Context: an optimization exercise on an open-source flow, tuned for small area, a short achievable clock period and few clock cycles per item. The choices shown serve that exercise and are no tape-out recipe. Function was checked by simulation only, so behaviour that the tests miss may differ from the original.

== the baseline ==
==> module mult_drain, before the edit <==
module mult_drain #(
    parameter int ROWS = 4
) (
    input  logic               clk,
    input  logic [ROWS*64-1:0] rows_d,
    input  logic               res_load,
    output logic [63:0]        res
);
    localparam int N = 64;
    localparam int LG = 6;
    logic [ROWS*64-1:0] rows;
    logic [N-1:0]       x;
    logic [N-1:0]       y;
    logic [N-1:0]       sum;
    always_ff @(posedge clk) begin
        rows <= rows_d;
    end
    mult_tree_post u_post (
        .rows (rows),
        .x    (x),
        .y    (y)
    );
    logic [N-1:0] g [LG+1];
    logic [N-1:0] p [LG+1];
    assign g[0] = x & y;
    assign p[0] = x ^ y;
    for (genvar l = 0; l < LG; l++) begin : g_level
        for (genvar i = 0; i < N; i++) begin : g_bit
            if ((i >> l) % 2 == 1) begin : g_join
                localparam int J = ((i >> l) << l) - 1;
                assign g[l+1][i] = g[l][i] | (p[l][i] & g[l][J]);
                assign p[l+1][i] = p[l][i] & p[l][J];
            end else begin : g_pass
                assign g[l+1][i] = g[l][i];
                assign p[l+1][i] = p[l][i];
            end
        end
    end
    assign sum = p[0] ^ {g[LG][N-2:0], 1'b0};
    always_ff @(posedge clk) begin
        if (res_load) begin
            res <= sum;
        end
    end
endmodule
export LEC_CHECK = 0
export ABC_AREA = 1
export CAP_MARGIN = 20
export CORE_MARGIN = 2
export CORE_UTILIZATION = 55
export GPL_TIMING_DRIVEN = 0
export SETUP_SLACK_MARGIN = 0.4
export SLEW_MARGIN = 20
create_clock -name core_clock -period 4.0 [get_ports {clk}]
standard.sh (not shown) runs the stock make flow with config.mk's settings and CLKGATE_MAP_FILE= SYNTH_SCRIPT=/design/flow/synth_recipe.tcl, a recipe that flattens the netlist after the stock synthesis.
==> flow/flow/run.sh <==
#!/bin/bash
# The standard layout with three changes to the netlist it lays out:
#  1. after the standard synthesis, flow/polarity.py removes the inverters
#     that synthesis left around full-adder cells (a full adder is self-dual,
#     so flipping its polarity changes no function); registers are untouched.
#  2. the buffers that synthesis (abc) put in are taken out at floorplan, so
#     the placer's repair builds the fanout trees.
#  3. the port buffers are buf_4 cells rather than the delay cells
#     buffer_ports picks by default. Every port still gets its own buffer.
# Each step writes its full output to a log of its own here (synth.log,
# polarity.log, standard.log); each ORFS step also keeps its log under
# orfs/logs.
set -euo pipefail
export REMOVE_ABC_BUFFERS=1
export BUFFER_PORTS_ARGS="-buffer_cell sky130_fd_sc_hd__buf_4"
bash standard.sh synth > synth.log 2>&1
R=orfs/results/${FLOW_PLATFORM}/mult_top/base
python3 flow/polarity.py $R/1_2_yosys.v $R/1_2_yosys_pol.v > polarity.log 2>&1
cp $R/1_2_yosys.v $R/1_2_yosys_std.v
cp $R/1_2_yosys_pol.v $R/1_2_yosys.v
rm -f $R/1_synth.odb $R/1_synth.sdc
bash standard.sh finish > standard.log 2>&1
Other scripts of this flow, unchanged in this note and not shown: flow/flow/polarity.py
Testbench counts of the baseline, summed over its fixed seeds: cycles 3,216, items 3,200.
--- input diff the baseline..the candidate ---
--- a/flow/design.v
+++ b/flow/design.v
@@ -1840,12 +1840,9 @@
     input  logic               res_load,
     output logic [63:0]        res
 );
-    localparam int N = 64;
-    localparam int LG = 6;
     logic [ROWS*64-1:0] rows;
-    logic [N-1:0]       x;
-    logic [N-1:0]       y;
-    logic [N-1:0]       sum;
+    logic [63:0]        x;
+    logic [63:0]        y;
     always_ff @(posedge clk) begin
         rows <= rows_d;
     end
@@ -1854,26 +1851,9 @@
         .x    (x),
         .y    (y)
     );
-    logic [N-1:0] g [LG+1];
-    logic [N-1:0] p [LG+1];
-    assign g[0] = x & y;
-    assign p[0] = x ^ y;
-    for (genvar l = 0; l < LG; l++) begin : g_level
-        for (genvar i = 0; i < N; i++) begin : g_bit
-            if ((i >> l) % 2 == 1) begin : g_join
-                localparam int J = ((i >> l) << l) - 1;
-                assign g[l+1][i] = g[l][i] | (p[l][i] & g[l][J]);
-                assign p[l+1][i] = p[l][i] & p[l][J];
-            end else begin : g_pass
-                assign g[l+1][i] = g[l][i];
-                assign p[l+1][i] = p[l][i];
-            end
-        end
-    end
-    assign sum = p[0] ^ {g[LG][N-2:0], 1'b0};
     always_ff @(posedge clk) begin
         if (res_load) begin
-            res <= sum;
+            res <= x + y;
         end
     end
 endmodule
==> run summary <==
- [compare] base=the baseline new=the candidate: vertical extent of the die increased 3.6%, area added between synthesis and finish has increased.
- [the candidate] wire length of the first global-routing pass rose 17% relative to the baseline
- Looking at utilization, the candidate sits 0.35 points higher than the baseline does.
Testbench counts of the candidate, summed over its fixed seeds: cycles 3,216, items 3,200.

-- static timing again, ports no longer ideal --
No port has a modelled driver above. Below, the same layouts with a new extraction and two added sets of constraints.
Step 1 assumes that a clkbuf_16 drives the clock port and a buf_2 every other input.
Step 2 adds t to the input delays and takes it off the output delays; t is the mean of the earliest and latest rising clock arrival at the registers after step 1. Input paths then give back, and output paths get back, about the clock's delay inside the block.
a / b / c = ideal ports / drivers / drivers and shift; a / b = the first two.
run | shift t [ns] | setup WS [ns] | hold WS [ns] | worst setup path at the end | latest minus earliest clock arrival (ns) | worst data-port slew with drivers (ns)
the baseline | 0.617 | 0.396 / 0.328 / -0.289 | 0.042 / 0.005 / 0.524 | input to register | 0.031 / 0.031 | 0.24
the candidate | 0.639 | 0.417 / 0.381 / -0.258 | 0.035 / -0.009 / 0.525 | input to register | 0.043 / 0.043 | 0.16
With both steps, setup timing fails in the baseline and the candidate, where it was met with ideal ports. The setup slack of the baseline, which loses most, moves by -0.068 ns with the drivers and by -0.685 ns with both steps.
